From an optimization exercise on the open Yosys and OpenROAD flow, aimed at small area and few clock cycles; shortcuts taken in it are not production practice. Where RTL was checked, it was by simulation tests only, not by an equivalence proof against the original. The clock input has no modelled driver; a real chip could not lean on it and would need a root buffer or a full tree. Power figures rest on the tool's default switching activity, not on a simulated workload.

== job 2714 ==
==> flow/design.v (excerpt) <==
module bmp_stream_to_rgb565_pixels
(
    input  wire logic         clk,
    input  wire logic         rst_n,
    input  wire logic         in_valid,
    output logic              in_ready,
    input  wire logic [7:0]   in_data,
    input  wire logic         in_file_start,
    output logic              out_valid,
    input  wire logic         out_ready,
    output logic [1:0]        out_kind,
    output logic [15:0]       out_color,
    output logic [11:0]       out_x,
    output logic [11:0]       out_y,
    output logic              out_visible,
    output logic              out_row_end,
    output logic              out_image_done,
    input  wire logic         cfg_valid,
    output logic              cfg_ready,
    input  wire logic [1:0]   cfg_index,
    input  wire logic [10:0]  cfg_data
);
Size in the first run: ~620 cells after synthesis, roughly 84 flip-flops, ~75 I/O pins, ~0.0060 mm2 of cells after synthesis.
==> flow/config.mk <==
export PLATFORM = sky130hd
export DESIGN_NAME = bmp_stream_to_rgb565_pixels
export DESIGN_NICKNAME = bmp_stream_to_rgb565_pixels
export VERILOG_FILES = /design/flow/design.v
export SDC_FILE = /design/flow/constraint.sdc
export NUM_CORES = 4
export LEC_CHECK = 0
export CAP_MARGIN = 20
export CORE_MARGIN = 2
export CORE_UTILIZATION = 40
export SLEW_MARGIN = 20
==> flow/constraint.sdc <==
create_clock -name core_clock -period 5.0 [get_ports {clk}]
set_input_delay 1.0000 -clock core_clock [delete_from_list [all_inputs] [get_ports {clk}]]
set_output_delay 1.0000 -clock core_clock [all_outputs]
set_load 0.01 [all_outputs]
standard.sh (not shown) runs the stock make flow with config.mk's settings and CLKGATE_MAP_FILE= SYNTH_SCRIPT=/design/flow/synth_recipe.tcl, a recipe that flattens the netlist after the stock synthesis.
==> flow/flow/run.sh <==
#!/bin/bash
# Own layout flow: the standard flow (standard synthesis unchanged), with
#  - the port buffers made as sky130_fd_sc_hd__buf_1 instead of the default pick,
#  - CTS on small clock buffers, without dummy loads.
# The full output of the run goes to standard.log in this folder; ORFS keeps
# each step's own log under orfs/logs/.
set -euo pipefail
bash standard.sh \
  "BUFFER_PORTS_ARGS=-buffer_cell sky130_fd_sc_hd__buf_1" \
  "CTS_ARGS=-sink_clustering_enable -repair_clock_nets -dont_use_dummy_load -buf_list sky130_fd_sc_hd__clkbuf_8 -root_buf sky130_fd_sc_hd__clkbuf_8" \
  finish > standard.log 2>&1
Testbench counts of job 2714, summed over its fixed seeds: cycles 73,616.
### job 2714 -> job 9094
- PLACE_DENSITY newly set to 0.75
- CORE_UTILIZATION changed from 40 to 65
Diff job 2714 -> job 9094 | share of the cycle needed by the critical path after routing | increase of 0.95 points
The core of job 9094 is more densely filled than that of job 2714.
out_image_done as the capturing instance or port of the critical path was reported by job 2714, and out_x[11] by job 9094.
Comparing critical path depth for job 9094 and job 2714, the bigger number came from job 2714.
Number of cells on the worst reg-to-reg path, job 9094 and job 2714: lower on job 9094
In the final reports, the cell area of job 9094 is smaller than that of job 2714.
Summary: with job 2714 as the reference, wire length in job 9094 moved down by a few percent.
Job 9094 ends up with a multi-input logic portion of the cell area that is 0.72 points higher than in job 2714.
Global routing met1 resource utilization sits higher in job 9094 than in job 2714.
--- input diff job 9094..job 9692 ---
- clearing PLACE_DENSITY, which used to be 0.75
- swapping 65 for 40 in CORE_UTILIZATION
==> flow/flow/run.sh <==
#!/bin/bash
# Own layout flow: the standard flow, with
#  - synthesis: the standard flow's synthesis script and ORFS's synth.tcl as they are, except that the one
#    ABC technology-mapping call uses flow/abc_area.script (area-recovering mapping) instead of
#    ORFS's speed script; registers are mapped before ABC and are untouched by it,
#  - the port buffers made as sky130_fd_sc_hd__buf_1 instead of the default pick,
#  - CTS on clkbuf_8 buffers, without dummy loads.
# The full output of the run goes to standard.log in this folder; ORFS keeps each step's own
# log under orfs/logs/.
set -euo pipefail
W=$(pwd)
line='  log_cmd abc {*}$abc_args'
[[ $(grep -cxF "$line" "$FLOW_HOME/scripts/synth.tcl") == 1 ]]
awk -v s="$W/flow/abc_area.script" -v l="$line" \
  '$0 == l { print "  set abc_args [lreplace $abc_args 1 1 " s "]" } { print }' \
  "$FLOW_HOME/scripts/synth.tcl" > "$W/synth_area.tcl"
src='source $::env(SCRIPTS_DIR)/synth.tcl'
[[ $(grep -cxF "$src" synth_recipe.tcl) == 1 ]]
awk -v s="source $W/synth_area.tcl" -v l="$src" '{ print ($0 == l ? s : $0) }' \
  synth_recipe.tcl > "$W/synth_recipe_area.tcl"
bash standard.sh \
  "SYNTH_SCRIPT=$W/synth_recipe_area.tcl" \
  "BUFFER_PORTS_ARGS=-buffer_cell sky130_fd_sc_hd__buf_1" \
  "CTS_ARGS=-sink_clustering_enable -repair_clock_nets -dont_use_dummy_load -buf_list sky130_fd_sc_hd__clkbuf_8 -root_buf sky130_fd_sc_hd__clkbuf_8" \
  finish > standard.log 2>&1
==> flow/flow/abc_area.script (new file) <==
&get -n
&st
&dch
&nf -R 1000
&st
&syn2
&if -g -K 6
&synch2
&nf -R 1000
&st
&syn2
&if -g -K 6
&synch2
&nf -R 1000
&st
&dch -f
&nf -R 1000 -p
&put
topo
Results
Number of standard cells after synthesis, job 9094 and job 9692, higher one = job 9094. Job 9692 supports a higher top clock frequency than job 9094. Global-route wire length before repair grows by a few percent when moving from job 9094 to job 9692. Job 9692 reports a lower multiplexer fraction of the synthesized cell area than job 9094 does. After detailed routing, job 9094 needs less wire than job 9692. [diff] relative max-transition margin, job 9692 relative to job 9094: improvement. [job 9692] total number of cells along the worst setup path rose 1 relative to job 9094. Sort job 9094 and job 9692 by clock power asc -> top: job 9094. After synthesis and placement, the instance count of job 9692 is above that of job 9094. Worst reg-to-reg path cell count for job 9692 is higher than for job 9094.
Input changes introduced in job 5305 (baseline for comparison: job 9692):
- CAP_MARGIN changed from 20 to 5
- SLEW_MARGIN changed from 20 to 5
==> comparison <==
From job 5305 to job 9692, total of fill cells in the finished design did not move at all.
Number of global-route vias before repair: job 5305 vs job 9692 identical
Diff job 9692..job 5305 | part of the power in combinational logic | negligible
From job 5305 to job 9692, overall overflow remaining after global route did not move at all.
As far as worst slack at placement is concerned, job 5305 and job 9692 perform about the same.
Per the comparison of job 5305 with job 9692, non-clock buffer count ~0 delta; worst setup slack after layout about even; post-place instance area saw little to no change; ratio of cells with drive above 1 in the final layout flat.
Wire length of the first global-routing pass came out exactly the same in job 5305 and job 9692.

========
JK:
The RTL this note starts from:
==> flow/design.v <==
package bmpd_pkg;
    localparam logic [15:0] KEY_COLOR = 16'hF81F;
    localparam logic [7:0]  SIG_B     = 8'h42;
    localparam logic [7:0]  SIG_M     = 8'h4D;
    function automatic logic [11:0] inc12(input logic [11:0] a);
        logic c;
        c = 1'b1;
        for (int i = 0; i < 12; i++)
        begin
            inc12[i] = a[i] ^ c;
            c        = c & a[i];
        end
    endfunction
    function automatic logic [11:0] dec12(input logic [11:0] a);
        logic b;
        b = 1'b1;
        for (int i = 0; i < 12; i++)
        begin
            dec12[i] = a[i] ^ b;
            b        = b & ~a[i];
        end
    endfunction
    function automatic logic [15:0] dec16(input logic [15:0] a);
        logic b;
        b = 1'b1;
        for (int i = 0; i < 16; i++)
        begin
            dec16[i] = a[i] ^ b;
            b        = b & ~a[i];
        end
    endfunction
    function automatic logic [3:0] dec4(input logic [3:0] a);
        logic b;
        b = 1'b1;
        for (int i = 0; i < 4; i++)
        begin
            dec4[i] = a[i] ^ b;
            b       = b & ~a[i];
        end
    endfunction
    function automatic logic [11:0] add11(input logic [10:0] a, input logic [10:0] b);
        logic c;
        logic c6;
        logic cg;
        logic pp;
        logic p;
        c = 1'b0;
        for (int i = 0; i < 6; i++)
        begin
            add11[i] = a[i] ^ b[i] ^ c;
            c        = (a[i] & b[i]) | (c & (a[i] ^ b[i]));
        end
        c6 = c;
        cg = 1'b0;
        pp = 1'b1;
        for (int i = 6; i < 11; i++)
        begin
            p        = a[i] ^ b[i];
            add11[i] = p ^ (cg | (c6 & pp));
            cg       = (a[i] & b[i]) | (cg & p);
            pp       = pp & p;
        end
        add11[11] = cg | (c6 & pp);
    endfunction
endpackage
`default_nettype none
module bmpd_cfg_regs
(
    input  wire logic        clk,
    input  wire logic        rst_n,
    input  wire logic        cfg_valid,
    input  wire logic [1:0]  cfg_index,
    input  wire logic [10:0] cfg_data,
    output logic      [10:0] origin_x,
    output logic      [10:0] origin_y,
    output logic             keyed_mode
);
    always_ff @(posedge clk or negedge rst_n)
    begin
        if (!rst_n)
        begin
            origin_x   <= '0;
            origin_y   <= '0;
            keyed_mode <= 1'b0;
        end
        else if (cfg_valid)
        begin
            if (cfg_index == 2'd0) origin_x   <= cfg_data;
            if (cfg_index == 2'd1) origin_y   <= cfg_data;
            if (cfg_index == 2'd2) keyed_mode <= cfg_data[0];
        end
    end
endmodule
`default_nettype wire
`default_nettype none
module bmp_stream_to_rgb565_pixels
(
    input  wire logic         clk,
    input  wire logic         rst_n,
    input  wire logic         in_valid,
    output logic              in_ready,
    input  wire logic [7:0]   in_data,
    input  wire logic         in_file_start,
    output logic              out_valid,
    input  wire logic         out_ready,
    output logic [1:0]        out_kind,
    output logic [15:0]       out_color,
    output logic [11:0]       out_x,
    output logic [11:0]       out_y,
    output logic              out_visible,
    output logic              out_row_end,
    output logic              out_image_done,
    input  wire logic         cfg_valid,
    output logic              cfg_ready,
    input  wire logic [1:0]   cfg_index,
    input  wire logic [10:0]  cfg_data
);
    logic [10:0] origin_x;
    logic [10:0] origin_y;
    logic        keyed;
    assign cfg_ready = 1'b1;
    bmpd_cfg_regs u_cfg
    (
        .clk        (clk),
        .rst_n      (rst_n),
        .cfg_valid  (cfg_valid),
        .cfg_index  (cfg_index),
        .cfg_data   (cfg_data),
        .origin_x   (origin_x),
        .origin_y   (origin_y),
        .keyed_mode (keyed)
    );
    logic        valid;
    logic [11:0] col,  col_n;
    logic [11:0] rows, rows_n;
    logic [11:0] wid,  wid_n;
    logic [15:0] cnt,  cnt_n;
    logic [3:0]  clr;
    logic [15:0] color, color_n;
    logic        fa,   fa_n;
    logic        fb,   fb_n;
    logic        b16,  b16_n;
    logic        b32,  b32_n;
    logic        accept;
    logic        res;
    logic        hdr;
    logic [4:0]  hp;
    logic [11:0] col_inc;
    logic [11:0] rows_dec;
    logic [15:0] cnt_dec;
    logic        row_end;
    logic        last_row;
    logic        done;
    logic        dead;
    logic        last_lane;
    logic        started;
    logic        pix_byte;
    logic [3:0]  lane_dec;
    logic [1:0]  pad;
    logic        fmt_bad;
    logic        size_bad;
    assign in_ready = !valid || out_ready;
    assign accept   = in_valid && in_ready;
    assign col_inc  = bmpd_pkg::inc12(col);
    assign rows_dec = bmpd_pkg::dec12(rows);
    assign cnt_dec  = bmpd_pkg::dec16(cnt);
    assign hp  = in_file_start ? 5'd1 : col[4:0];
    assign hdr = in_file_start || (col[11] && (col[4:0] != 5'h1F));
    assign row_end   = (col_inc == wid);
    assign last_row  = (rows == 12'd0);
    assign started   = !col[11];
    assign color     = {cnt[15:4], clr};
    assign pix_byte  = started ? (cnt[3:2] == 2'b11) : (cnt == 16'd15);
    assign lane_dec  = bmpd_pkg::dec4(cnt[3:0]);
    assign done      = row_end && last_row && !((cnt[3:2] == 2'b11) && (cnt[1:0] != 2'b11));
    assign dead      = fa || fb || done;
    assign last_lane = b16 ? (cnt[1:0] == 2'd2) :
                       b32 ? (cnt[1:0] == 2'd0) :
                             (cnt[1:0] == 2'd1);
    assign pad       = b16 ? {wid[0], 1'b0} :
                       b32 ? 2'd0 :
                             wid[1:0];
    assign fmt_bad  = fa || (in_data != 8'h00);
    assign size_bad = fb || rows[11] || (wid == 12'd0) || (wid[11] && (wid[10:0] != 11'd0));
    always_comb
    begin
        col_n  = col;
        rows_n = rows;
        wid_n  = wid;
        cnt_n  = cnt;
        color_n = color;
        fa_n   = fa;
        fb_n   = fb;
        b16_n  = b16;
        b32_n  = b32;
        res    = 1'b0;
        if (hdr)
        begin
            col_n = in_file_start ? 12'hFE2 : col_inc;
            if (hp[4])
            begin
                cnt_n = cnt_dec;
            end
            case (hp)
                5'd1:        
                begin
                    fa_n = (in_data != bmpd_pkg::SIG_B);
                    fb_n = 1'b0;
                end
                5'd2:        
                begin
                    fa_n = 1'b0;
                    if (fa || (in_data != bmpd_pkg::SIG_M))
                    begin
                        fb_n  = 1'b1;
                        col_n = 12'hFFF;
                        res   = 1'b1;
                    end
                end
                5'd11:       
                begin
                    cnt_n[7:0] = in_data;
                end
                5'd12:       
                begin
                    cnt_n[15:8] = in_data;
                    if ((in_data == 8'h00) && (cnt[7:5] == 3'd0) && (cnt[4:1] != 4'hF))
                    begin
                        fa_n = 1'b1;
                    end
                end
                5'd13, 5'd14:    
                begin
                    if (in_data != 8'h00)
                    begin
                        fa_n = 1'b1;
                    end
                end
                5'd19:       
                begin
                    wid_n[7:0] = in_data;
                end
                5'd20:       
                begin
                    wid_n[11:8] = in_data[3:0];
                    if (in_data[7:4] != 4'h0)
                    begin
                        fb_n = 1'b1;
                    end
                end
                5'd23:       
                begin
                    rows_n[7:0] = in_data;
                end
                5'd24:       
                begin
                    rows_n[11:8] = in_data[3:0];
                    if (in_data[7:4] != 4'h0)
                    begin
                        fb_n = 1'b1;
                    end
                end
                5'd21, 5'd22, 5'd25, 5'd26:   
                begin
                    if (in_data != 8'h00)
                    begin
                        fb_n = 1'b1;
                    end
                end
                5'd27:       
                begin
                    rows_n = rows_dec;
                end
                5'd29:       
                begin
                    b16_n = (in_data == 8'h10);
                    b32_n = (in_data == 8'h20);
                    if (!((in_data == 8'h10) || (in_data == 8'h18) || (in_data == 8'h20)))
                    begin
                        fa_n = 1'b1;
                    end
                end
                5'd30:       
                begin
                    fa_n = fmt_bad || size_bad;
                    fb_n = !fmt_bad && size_bad;
                    res  = fmt_bad || size_bad;
                end
                default:
                begin
                end
            endcase
        end
        else if (!dead)
        begin
            if (!pix_byte)
            begin
                cnt_n = started ? {cnt[15:4], lane_dec} : cnt_dec;
            end
            else
            begin
                if (cnt[1:0] == 2'd3)
                begin
                    col_n  = row_end ? 12'd0 : col_inc;
                    rows_n = row_end ? rows_dec : rows;
                end
                if (b16)
                begin
                    if (cnt[1:0] == 2'd3) color_n[7:0]  = in_data;
                    if (cnt[1:0] == 2'd2) color_n[15:8] = in_data;
                end
                else
                begin
                    if (cnt[1:0] == 2'd3) color_n[4:0]   = in_data[7:3];
                    if (cnt[1:0] == 2'd2) color_n[10:5]  = in_data[7:2];
                    if (cnt[1:0] == 2'd1) color_n[15:11] = in_data[7:3];
                end
                cnt_n[15:4] = color_n[15:4];
                if (last_lane)
                begin
                    res        = 1'b1;
                    cnt_n[3:0] = row_end ? bmpd_pkg::dec4({2'b00, pad}) : 4'hF;
                end
                else
                begin
                    cnt_n[3:0] = lane_dec;
                end
            end
        end
    end
    always_ff @(posedge clk or negedge rst_n)
    begin
        if (!rst_n)
        begin
            valid <= 1'b0;
            col   <= 12'hFE1;
        end
        else
        begin
            valid <= (accept && res) || (valid && !out_ready);
            if (accept)
            begin
                col <= col_n;
            end
        end
    end
    always_ff @(posedge clk)
    begin
        if (accept)
        begin
            rows <= rows_n;
            wid  <= wid_n;
            cnt  <= cnt_n;
            clr  <= color_n[3:0];
            fa   <= fa_n;
            fb   <= fb_n;
            b16  <= b16_n;
            b32  <= b32_n;
        end
    end
    logic pix;
    assign pix            = !(fa || fb);
    assign out_valid      = valid;
    assign out_kind       = {fa, fb};
    assign out_color      = !pix   ? 16'h0000 :
                            keyed  ? color : {color[7:0], color[15:8]};
    assign out_x          = pix ? bmpd_pkg::add11(origin_x, col[10:0])  : 12'h000;
    assign out_y          = pix ? bmpd_pkg::add11(origin_y, rows[10:0]) : 12'h000;
    assign out_visible    = pix && !(keyed && (color == bmpd_pkg::KEY_COLOR));
    assign out_row_end    = pix && row_end;
    assign out_image_done = pix && row_end && last_row;
endmodule
`default_nettype wire
Settings: LEC_CHECK=0, CAP_MARGIN=20, CORE_MARGIN=2, CORE_UTILIZATION=40, GPL_TIMING_DRIVEN=0, SLEW_MARGIN=20; clock period 5.0 ns.
==> flow/flow/run.sh <==
#!/bin/bash
# Own layout flow: the standard flow, with
#  - synthesis: the standard flow's synthesis script and ORFS's synth.tcl as they are, except that the one
#    ABC technology-mapping call uses flow/abc_area.script (area-recovering mapping) instead of
#    ORFS's speed script; registers are mapped before ABC and are untouched by it,
#  - the port buffers made as sky130_fd_sc_hd__buf_1 instead of the default pick,
#  - the clock tree built by flow/clock_tree.tcl (one level of four clkbuf_16 buffers) in place
#    of clock_tree_synthesis's H-tree.
# The full output of the run goes to standard.log in this folder; ORFS keeps each step's own
# log under orfs/logs/.
set -euo pipefail
W=$(pwd)
line='  log_cmd abc {*}$abc_args'
[[ $(grep -cxF "$line" "$FLOW_HOME/scripts/synth.tcl") == 1 ]]
awk -v s="$W/flow/abc_area.script" -v l="$line" \
  '$0 == l { print "  set abc_args [lreplace $abc_args 1 1 " s "]" } { print }' \
  "$FLOW_HOME/scripts/synth.tcl" > "$W/synth_area.tcl"
src='source $::env(SCRIPTS_DIR)/synth.tcl'
[[ $(grep -cxF "$src" synth_recipe.tcl) == 1 ]]
awk -v s="source $W/synth_area.tcl" -v l="$src" '{ print ($0 == l ? s : $0) }' \
  synth_recipe.tcl > "$W/synth_recipe_area.tcl"
bash standard.sh \
  "SYNTH_SCRIPT=$W/synth_recipe_area.tcl" \
  "BUFFER_PORTS_ARGS=-buffer_cell sky130_fd_sc_hd__buf_1" \
  "PRE_CTS_TCL=$W/flow/clock_tree.tcl" \
  finish > standard.log 2>&1
Other scripts of this flow, unchanged in this note and not shown: flow/flow/abc_area.script, flow/flow/clock_tree.tcl
[JK] flow finished | final checks: failed | reasons: negative setup slack
> inputs changed (JK -> MS)
--- a/flow/config.mk
+++ b/flow/config.mk
@@ -11 +10,0 @@
-export GPL_TIMING_DRIVEN = 0
==> comparison <==
- Summary: with JK as the reference, cell area in MS moved down slightly.
- Between JK and MS, final cell count is lower for JK, MS comes in above that.
- Comparing area growth from synthesis to layout for JK and MS, the smaller number came from MS.
- JK -> MS: die height delta 0, exact match
- MS did not stop at any stage, and its layout met the timing, design-rule and antenna checks.
No functional check of the RTL was part of any run of this note. In every run of this note, the design's own scripts or RTL, not TritonCTS, make the clock network.

static timing again, ports no longer ideal:
In the flow no input, the clock included, has a driving cell. The finished layouts below were timed again as built, in two steps. Step 1, drivers: a clkbuf_16 drives clk and a buf_2 each remaining input, both assumed. Step 2 times the ports against the registers' clock, not the clock port: input delays grow and output delays shrink by t, the midpoint of the rising clock arrivals with the driver on. Slacks: no drivers / after step 1 / after step 2; pairs: no drivers / after step 1.
run	t, ns	setup slack, ns	worst setup path after step 2	worst register clock-pin slew, ns
job 2714	0.410	0.177 / 0.140 / 0.539	register to register	0.10 / 0.10
job 9094	0.385	0.130 / 0.094 / 0.479	register to output	0.10 / 0.10
job 9692	0.404	0.184 / 0.150 / 0.427	register to register	0.09 / 0.09
job 5305	0.404	0.184 / 0.150 / 0.427	register to register	0.09 / 0.09
JK	0.241	-0.018 / -0.108 / 0.134	register to output	0.09 / 0.09
MS	0.240	0.077 / -0.014 / 0.162	register to register	0.09 / 0.09
